This design comes from an exercise in tuning for small area and a short achievable clock period on the open sky130 flow, not from production work. Where RTL was checked, it was by simulation tests only, not by an equivalence proof against the original. Power figures rest on the tool's default switching activity, not on a simulated workload.

// ss_bridge_top
module ss_bridge_top #(
	parameter int FIFO_AW = 6
) (
	input  logic        mclk,
	input  logic        ST_ALE,
	input  logic        st_req,
	input  logic        st_we,
	input  logic [7:0]  st_addr,
	input  logic [15:0] st_wdata,
	output logic [15:0] st_rdata,
	output logic        st_rvalid,
	output logic        st_irq,
	input  logic        ss_req,
	input  logic        ss_we,
	input  logic        ss_cs2,
	input  logic [14:1] ss_addr,
	input  logic [15:0] ss_wdata,
	output logic [15:0] ss_rdata,
	output logic        ss_rvalid,
	output logic        ss_irq
);
Settings: LEC_CHECK=0, CAP_MARGIN=20, CORE_MARGIN=2, CORE_UTILIZATION=60, SETUP_SLACK_MARGIN=2.2, SLEW_MARGIN=50, SYNTH_HIERARCHICAL=1, SYNTH_MINIMUM_KEEP_SIZE=0, TNS_END_PERCENT=20; clock period 4.5 ns.
standard.sh (not shown) runs the stock make flow with config.mk's settings and CLKGATE_MAP_FILE= SYNTH_SCRIPT=/design/flow/synth_recipe.tcl, a recipe that flattens the netlist after the stock synthesis.
==> flow/flow/run.sh <==
#!/bin/bash
# Standard layout (standard synthesis included) with two changes: the port
# buffers are buf_4 cells, and the resizer may change a cell's footprint.
set -euo pipefail
export BUFFER_PORTS_ARGS="-buffer_cell sky130_fd_sc_hd__buf_4"
bash standard.sh MATCH_CELL_FOOTPRINT=0 finish > standard_flow.log 2>&1
Edit:
CTS_CLUSTER_DIAMETER = 70   (was unset)
CTS_CLUSTER_SIZE = 25   (was unset)
PLACE_DENSITY = 0.72   (was unset)
Effect: The changed run passed the timing, DRC and antenna checks. Global-route usage is lower by 2.0 points. Clock skew is higher by 0.0044 ns. Via count is lower by about 2%. Hold slack gains 0.17 ns. Non-clock buffer count is lower by 17. Utilization is lower by 3.4 points.
Edit:
CORE_UTILIZATION = 65   (was 60)
The new run ran to the end with no violations.
Core utilization grows by 5.6 points.
Count of clock-buffer cells in the layout drops by 5.
Wire length shrinks by 3.3%.
Worst setup slack loses 0.084 ns.
Synthesized cell count is unchanged.
Total power is lower by 1.4%.
Hold slack stays flat.
Via count barely changes.
Edit:
CORE_UTILIZATION = 60   (was 65)
PLACE_DENSITY = unset   (was 0.72)
Effect: The changed run went through all stages and came out clean. Clock-buffer cell count decreases by 8. Total power increases by 1.7%. Clock skew is higher by 0.0034 ns. Die area went up by 8.2%. Global-route usage falls by 1.8 points. Sequential cell count stays the same. Wire length went up by 5.9%. Cell count rises by 2.3%.
Edit:
SETUP_SLACK_MARGIN = 2.3   (was 2.2)
=>
- The new run completed with no timing, DRC or antenna violations
- setup slack stays flat
- synthesized area stays the same
- critical path depth is unchanged
- clock-buffer cell count is unchanged
- global-route usage is higher by 0.40 points
- total power hardly moves
- die area stays the same
- non-clock buffer count is higher by 35
- hold slack gets worse by 0.18 ns


Another version of the RTL of ss_bridge_top (not shown whole).
For scale: ~3500 cells after synthesis, ~97 I/O pins.
## ss_bridge_top
module ss_bridge_top #(
	parameter int FIFO_AW = 6
) (
	input  logic        mclk,
	input  logic        ST_ALE,
	input  logic        st_req,
	input  logic        st_we,
	input  logic [7:0]  st_addr,
	input  logic [15:0] st_wdata,
	output logic [15:0] st_rdata,
	output logic        st_rvalid,
	output logic        st_irq,
	input  logic        ss_req,
	input  logic        ss_we,
	input  logic        ss_cs2,
	input  logic [14:1] ss_addr,
	input  logic [15:0] ss_wdata,
	output logic [15:0] ss_rdata,
	output logic        ss_rvalid,
	output logic        ss_irq
);
clock: 4.5 ns
lec_check: 0
cap_margin: 20
core_margin: 2
core_utilization: 60
setup_slack_margin: 2.4
slew_margin: 20
synth_hierarchical: 1
synth_minimum_keep_size: 0
tns_end_percent: 20
Scripts as last shown in full above: flow/flow/run.sh
The first run finished clean.
Then changed:
- SETUP_SLACK_MARGIN: 2.4 -> 2.2
Non-clock buffer count went down by 77. Final area falls by 2.9%. First-iteration DRC count shrinks by 1.6%. Total power barely changes.
No functional check of the RTL was part of any run of this note.


RTL: one of the versions met above, not the one the previous note started from.
Size: ~3,500 cells after synthesis, roughly 54,000 sq um of cells after synthesis.
export LEC_CHECK = 0
export CAP_MARGIN = 20
export CORE_MARGIN = 2
export CORE_UTILIZATION = 60
export CTS_CLUSTER_DIAMETER = 75
export CTS_CLUSTER_SIZE = 28
export PLACE_DENSITY = 0.8
export SETUP_SLACK_MARGIN = 2.2
export SLEW_MARGIN = 50
export SYNTH_HIERARCHICAL = 1
export SYNTH_MINIMUM_KEEP_SIZE = 0
export TNS_END_PERCENT = 20
create_clock -name core_clock -period 4.5 [get_ports {mclk}]
Scripts as last shown in full above: flow/flow/run.sh
The starting point finished clean.
==> next run, changes <==
--- a/flow/config.mk
+++ b/flow/config.mk
@@ -10,6 +10,5 @@
 export CORE_UTILIZATION = 60
-export CTS_CLUSTER_DIAMETER = 75
-export CTS_CLUSTER_SIZE = 28
-export PLACE_DENSITY = 0.8
-export SETUP_SLACK_MARGIN = 2.2
+export CTS_CLUSTER_DIAMETER = 70
+export CTS_CLUSTER_SIZE = 25
+export SETUP_SLACK_MARGIN = 2.05
 export SLEW_MARGIN = 50
- routed wire length grows by 5.7%
- global-route usage rose by 1.5 points
- worst hold slack got worse by 0.074 ns
- combinational power is about the same
- die area stays the same
- via count drops by 1.2%
- clock power is higher by 13%
- flip-flop and latch count is unchanged
- setup slack gets worse by 0.087 ns
- final area came out higher by 0.60%
==> next run, changes <==
--- a/flow/config.mk
+++ b/flow/config.mk
@@ -12,4 +12,4 @@
 export CTS_CLUSTER_SIZE = 25
-export SETUP_SLACK_MARGIN = 2.05
-export SLEW_MARGIN = 50
+export SETUP_SLACK_MARGIN = 2.2
+export SLEW_MARGIN = 70
 export SYNTH_HIERARCHICAL = 1
Effect: Total power hardly moves. Non-clock buffer count climbs by 42. Synthesized area is unchanged. Design area climbs by 2.5%. Clock skew stays flat. Clock-buffer cell count climbs by 6. Setup slack loses 0.23 ns. Via count climbs by 0.88%. Cell count climbs by 0.87%.
==> next run, changes <==
--- a/flow/config.mk
+++ b/flow/config.mk
@@ -13,3 +13,3 @@
 export SETUP_SLACK_MARGIN = 2.2
-export SLEW_MARGIN = 70
+export SLEW_MARGIN = 20
 export SYNTH_HIERARCHICAL = 1
Outcome: The new run completed with no timing, DRC or antenna violations. Critical path depth fell by 5. Global-route usage hardly moves. Total power is about the same. Die area does not change. Routed wire length rose by a few percent. Cell count fell slightly. Core utilization goes down by 1.0 points. Synthesized cell count does not change. Clock skew stays flat. Area after synthesis is unchanged. Via count fell slightly.
==> next run, changes <==
--- a/flow/config.mk
+++ b/flow/config.mk
@@ -10,2 +10,3 @@
 export CORE_UTILIZATION = 60
+export CTS_BUF_LIST = sky130_fd_sc_hd__clkbuf_8 sky130_fd_sc_hd__clkbuf_16
 export CTS_CLUSTER_DIAMETER = 70
@@ -13,3 +14,3 @@
 export SETUP_SLACK_MARGIN = 2.2
-export SLEW_MARGIN = 20
+export SLEW_MARGIN = 50
 export SYNTH_HIERARCHICAL = 1
Effect: Setup slack improved by 0.10 ns; routed wire length went up by 1.6%; utilization rises by 0.21 points; sequential power stays flat; die area does not change; total power barely changes; non-clock buffer count rises by 6; sequential cell count stays the same; final area came out higher by 0.30%; area after synthesis stays the same.


Another version of the RTL of ss_bridge_top (not shown whole).
Size: ~0.051 mm^2 of cells after synthesis.
export LEC_CHECK = 0
export CAP_MARGIN = 20
export CORE_MARGIN = 2
export CORE_UTILIZATION = 60
export SLEW_MARGIN = 20
export SYNTH_HIERARCHICAL = 1
export SYNTH_MINIMUM_KEEP_SIZE = 0
create_clock -name core_clock -period 4.5 [get_ports {mclk}]
run.sh (not shown) runs the stock make flow with config.mk's settings and CLKGATE_MAP_FILE= SYNTH_SCRIPT=/design/flow/synth_recipe.tcl, a recipe that flattens the netlist after the stock synthesis.
Stock flow here: none of the scripts above is used.
The baseline finished clean.
==> next run, changes <==
- SETUP_SLACK_MARGIN: unset -> 2.1
What happened: The new run ran to the end with no violations. Clock power hardly moves. Clock skew barely changes. Design area rose by 8.4%. First-iteration DRC count rose by 43%. Die area does not change. Synthesized cell count stays the same.
Function was not checked in any run of this note: the RTL went through the layout flow alone.


v6:
ss_bridge_top, a different RTL version from the one above (not shown whole).
Size in the first run: roughly 97 I/O pins, roughly 56,000 um^2 of cells after synthesis.
Settings: LEC_CHECK=0, CAP_MARGIN=20, CORE_MARGIN=2, CORE_UTILIZATION=60, SETUP_SLACK_MARGIN=2.3, SLEW_MARGIN=20; clock period 4.5 ns.
### v6 -> v7
# v6
export LEC_CHECK = 0
export CAP_MARGIN = 20
export CORE_MARGIN = 2
export CORE_UTILIZATION = 60
export SETUP_SLACK_MARGIN = 2.3
export SLEW_MARGIN = 20
create_clock -name core_clock -period 4.5 [get_ports {mclk}]
# v7
export LEC_CHECK = 0
export CAP_MARGIN = 20
export CORE_MARGIN = 2
export CORE_UTILIZATION = 40
export SLEW_MARGIN = 20
create_clock -name core_clock -period 4.5 [get_ports {mclk}]
- Wire: v7 routes less than v6
- Hold slack: v7 better than v6
- Lower sequential share of layout area among v7 and v6: v6
- Changes observed in v7 relative to v6: proportion of layout cells with a drive suffix above 1 decreased by 13 points relative to the old numbers; part of the power in registers shows an increase of 1.9 points; clock-buffer cell count rose by 16; proportion of total power due to net switching went down by 1.1 points.
- Where smallest setup slack after layout is concerned, v6 is better than v7.
- The register-to-register slack of v7 falls short of that of v6 by 0.79 ns.
- The core of v7 is less densely filled than that of v6.
- Higher power was reported by v6, not v7.
Function was not checked in any run of this note: the RTL went through the layout flow alone.


## job 5666
ss_bridge_top with an RTL version that a note above also has.
Size: about 3500 cells after synthesis, ~97 I/O pins, about 0.054 sq mm of cells after synthesis.
clock: 4.5 ns
lec_check: 0
cap_margin: 20
core_margin: 2
core_utilization: 60
cts_buf_list: sky130_fd_sc_hd__clkbuf_8
cts_cluster_diameter: 50
cts_cluster_size: 16
setup_slack_margin: 2.2
slew_margin: 50
synth_hierarchical: 1
synth_minimum_keep_size: 0
tns_end_percent: 20
standard.sh (not shown) runs the stock make flow with config.mk's settings and CLKGATE_MAP_FILE= SYNTH_SCRIPT=/design/flow/synth_recipe.tcl, a recipe that flattens the netlist after the stock synthesis.
Scripts as last shown in full above: flow/flow/run.sh
Input-level comparison between job 7868 and job 5666:
--- a/flow/config.mk
+++ b/flow/config.mk
@@ -9,7 +9,7 @@
 export CORE_MARGIN = 2
 export CORE_UTILIZATION = 60
-export CTS_BUF_LIST = sky130_fd_sc_hd__clkbuf_8
-export CTS_CLUSTER_DIAMETER = 50
-export CTS_CLUSTER_SIZE = 16
+export CTS_CLUSTER_DIAMETER = 70
+export CTS_CLUSTER_SIZE = 25
+export PLACE_DENSITY = 0.8
 export SETUP_SLACK_MARGIN = 2.2
 export SLEW_MARGIN = 50
Areal power density over the cells: job 7868 < job 5666. On wire length of the first global-routing pass, the lower figure sits with job 7868, not job 5666. Across job 5666 and job 7868, none had a timing, DRC or antenna violation. Looking at critical-path maximum fanout, job 7868 sits 70 below job 5666.
#### Input delta (job 145 over job 7868)
--- a/flow/config.mk
+++ b/flow/config.mk
@@ -16,3 +16,3 @@
 export SYNTH_HIERARCHICAL = 1
 export SYNTH_MINIMUM_KEEP_SIZE = 0
-export TNS_END_PERCENT = 20
+export TNS_END_PERCENT = 40
--- outcome ---
Where worst setup slack is concerned, job 7868 is better than job 145. As far as final HPWL from detailed placement goes, job 7868 and job 145 are indistinguishable; the numbers are identical. Job 145 vs. job 7868: count of vias placed by the detailed router +about 0.75%, global-route wire length before repair went up by 0.38%. Path type of the worst setup path = input pin to flop: job 145; path type of the worst setup path = flop to flop: job 7868. There was hardly any difference in total global routing track utilization between job 7868 and job 145. As far as width of the die goes, job 145 and job 7868 are indistinguishable; the numbers are identical. On final design instance area without fill, job 7868 and job 145 are neck and neck. Relative to job 7868, post-route worst hold slack has decreased by 0.0059 ns in job 145. Synthesized cell count: job 7868 vs job 145 identical. Area of combinational cells with multiple inputs of job 145 exceeds that of job 7868 slightly.
What job 5852 does differently from job 145 at the input level:
--- a/flow/config.mk
+++ b/flow/config.mk
@@ -8,11 +8,10 @@
 export CAP_MARGIN = 20
 export CORE_MARGIN = 2
-export CORE_UTILIZATION = 60
+export CORE_UTILIZATION = 65
 export CTS_CLUSTER_DIAMETER = 70
 export CTS_CLUSTER_SIZE = 25
-export PLACE_DENSITY = 0.8
 export SETUP_SLACK_MARGIN = 2.2
 export SLEW_MARGIN = 50
 export SYNTH_HIERARCHICAL = 1
 export SYNTH_MINIMUM_KEEP_SIZE = 0
-export TNS_END_PERCENT = 40
+export TNS_END_PERCENT = 20
## What came out
Job 5852 was carried through to the last stage, and its layout satisfied the timing, DRC and antenna checks.
Summary of job 5852 over job 145: pin count of the biggest net entering global routing saw an increase, wire length reported by the detailed router saw an increase.
A critical path's slowest cell of sky130_fd_sc_hd__nor4b_4 is what job 145 shows, while sky130_fd_sc_hd__dfrtp_4 belongs to job 5852.
Job 5852 against job 145: mean routed wirelength per cell went up, placed cell count went down, clock insertion delay at the later pin of the skew report did not really move, switching share of power went down, total power draw did not really move.
Per the comparison of job 5852 with job 145, via count went down, least setup slack across all paths after layout higher, fmax increased by about 5% relative to the old numbers.


Setup of exp/fjord:
Another version of the RTL of ss_bridge_top (not shown whole).
Size in the first run: roughly 97 I/O pins, roughly 52000 um^2 of cells after synthesis.
Settings: LEC_CHECK=0, CAP_MARGIN=20, CORE_MARGIN=2, CORE_UTILIZATION=60, CTS_CLUSTER_DIAMETER=70, CTS_CLUSTER_SIZE=25, PLACE_DENSITY=0.8, SETUP_SLACK_MARGIN=2.2, SLEW_MARGIN=50, SYNTH_HIERARCHICAL=1, SYNTH_MINIMUM_KEEP_SIZE=0, TNS_END_PERCENT=20; clock period 4.5 ns.
Scripts as last shown in full above: flow/flow/run.sh
exp/fjord ended with every stage complete and zero timing, DRC or antenna violations.
Changes in exp/onyx relative to exp/fjord:
- swapping 0.8 for 0.72 in PLACE_DENSITY
--- outcome ---
- CTS buffer count came out higher on exp/onyx than on exp/fjord.
- Re average via count per standard cell: exp/onyx is 0.052 down on exp/fjord.
- Comparing exp/onyx and exp/fjord, the higher worst setup slack is on exp/fjord.
- From exp/fjord to exp/onyx the numbers moved as follows: worst hold-check slack climbed 17 ps; number of buffers and inverters on the critical path climbed 1.
- Comparing exp/onyx and exp/fjord, the higher met2 wire length is on exp/onyx.
- Against exp/fjord, via count in exp/onyx came out better.
- Share of the clock period used by the worst path after layout was higher in the run labelled exp/onyx.
- On internal power, exp/fjord beats exp/onyx.
Edits applied to the flow inputs when going from exp/onyx to exp/willow:
- PLACE_DENSITY no longer set, was 0.72
Notes after the runs:
Between exp/willow and exp/onyx, the via count of the first global-routing pass figures differ only marginally.
Compared exp/willow vs exp/onyx, and fraction of area in clock buffers and inverters is down in exp/willow.
Compared to exp/onyx, exp/willow has post-route fraction of the period consumed by the critical path 0.28 points lower.
Going from exp/onyx to exp/willow, logic depth of the worst setup path including buffers grows by 2.
exp/willow against exp/onyx: total placed cells including tap cells saw little to no change, via count saw an increase, largest net degree at the start of global routing saw a decrease.
No run of this note included a check of the RTL's function; only the layout flow was run.


Another version of the RTL of ss_bridge_top (not shown whole).
Size: roughly 1300 flip-flops.
Settings: LEC_CHECK=0, CAP_MARGIN=20, CORE_MARGIN=2, CORE_UTILIZATION=60, SETUP_SLACK_MARGIN=2.2, SLEW_MARGIN=20, SYNTH_HIERARCHICAL=1, SYNTH_MINIMUM_KEEP_SIZE=0, TNS_END_PERCENT=20; clock period 4.5 ns.
Scripts as last shown in full above: flow/flow/run.sh
Rerun with:
==> flow/run.sh (new file) <==
#!/bin/bash
# synth_recipe.tcl (not shown) runs the flow's synth.tcl, then flattens the netlist and writes it again
# the make line also repeats each setting of config.mk as NAME=value (left out here)
make -C /OpenROAD-flow-scripts/flow DESIGN_CONFIG=/design/flow/config.mk WORK_HOME=/design/flow/orfs CLKGATE_MAP_FILE= SYNTH_SCRIPT=/design/flow/synth_recipe.tcl finish
removed: flow/flow/run.sh
removed: flow/standard.sh
Maximum frequency shrinks by 6.5%; via count came out higher by 1.0%; clock skew went down by 0.0093 ns; global-route usage grows by 2.0 points; total power grows by 0.81%; routed wire length came out higher by 3.9%; non-clock buffer count grows by 63; hold slack improved by 0.14 ns; worst setup slack is worse by 0.17 ns; first-iteration DRC count grows by 4.8%.

==> re-timing with driven ports <==
Ports are ideal in the flow. The routed layouts listed here were re-timed in OpenROAD.
Step 1, drivers: a clkbuf_16 drives mclk and a buf_2 each remaining input, both assumed.
Step 2 moves the port delays by t, midway between the first and last clock arrival at a register: inputs arrive t later, outputs are due t later. That takes back most of the time a late clock gives input paths.
Slacks: ideal / step 1 / step 2; pairs: ideal / step 1.
run	t, ns	setup WS [ns]	hold slack, ns	worst setup path at the end	worst data-port slew with drivers (ns)
the first run of note 1	0.808	2.064 / 2.064 / 1.360	0.093 / 0.045 / 0.430	input to register	0.15
the second run of note 1	0.722	2.052 / 2.052 / 1.395	0.264 / 0.223 / 0.440	input to register	0.14
the third run of note 1	0.706	1.969 / 1.969 / 1.368	0.265 / 0.221 / 0.441	input to register	0.13
the fourth run of note 1	0.727	2.060 / 2.060 / 1.380	0.328 / 0.280 / 0.435	input to register	0.16
the fifth run of note 1	0.728	2.059 / 2.059 / 1.390	0.148 / 0.100 / 0.435	input to register	0.15
the first run of note 2	0.806	2.011 / 2.011 / 1.467	0.328 / 0.277 / 0.426	input to register	0.13
the second run of note 2	0.805	2.005 / 2.005 / 1.269	0.327 / 0.273 / 0.429	input to register	0.12
the first run of note 3	0.746	2.077 / 2.077 / 1.381	0.227 / 0.176 / 0.425	input to register	0.16
the second run of note 3	0.722	1.989 / 1.989 / 1.368	0.154 / 0.111 / 0.441	input to register	0.14
the third run of note 3	0.720	1.764 / 1.764 / 1.141	0.215 / 0.172 / 0.448	input to register	0.14
the fourth run of note 3	0.724	1.956 / 1.956 / 1.342	0.396 / 0.347 / 0.433	input to register	0.14
the fifth run of note 3	0.725	2.057 / 2.057 / 1.390	0.317 / 0.269 / 0.435	input to register	0.16
the first run of note 4	0.819	0.876 / 0.876 / 0.450	0.417 / 0.417 / 0.417	input to register	0.11
the second run of note 4	0.803	1.592 / 1.592 / 1.171	0.434 / 0.388 / 0.434	input to register	0.15
v6	0.831	1.465 / 1.465 / 0.806	0.416 / 0.416 / 0.416	input to register	0.07
v7	0.828	0.671 / 0.671 / 0.218	0.431 / 0.424 / 0.431	input to register	0.07
job 5666	0.877	1.929 / 1.929 / 1.264	0.278 / 0.242 / 0.437	input to register	0.16
job 7868	0.721	2.052 / 2.052 / 1.372	0.253 / 0.203 / 0.429	input to register	0.15
job 145	0.724	1.930 / 1.952 / 1.229	0.247 / 0.197 / 0.425	input to register	0.17
job 5852	0.712	2.058 / 2.058 / 1.393	0.234 / 0.183 / 0.445	input to register	0.13
exp/fjord	0.714	1.952 / 1.980 / 1.266	0.279 / 0.229 / 0.434	input to register	0.15
exp/onyx	0.732	1.940 / 1.960 / 1.227	0.296 / 0.250 / 0.440	input to register	0.15
exp/willow	0.734	1.953 / 1.992 / 1.259	0.267 / 0.222 / 0.430	input to register	0.12
the first run of note 8	0.830	2.118 / 2.134 / 1.318	0.292 / 0.237 / 0.432	input to register	0.13
the second run of note 8	0.819	1.952 / 1.905 / 1.168	0.433 / 0.433 / 0.433	input to register	0.16
After both steps every run listed still meets setup and hold. For the first run of note 8, which loses most, drivers alone change the setup slack by +0.016 ns; drivers and shift together by -0.800 ns.
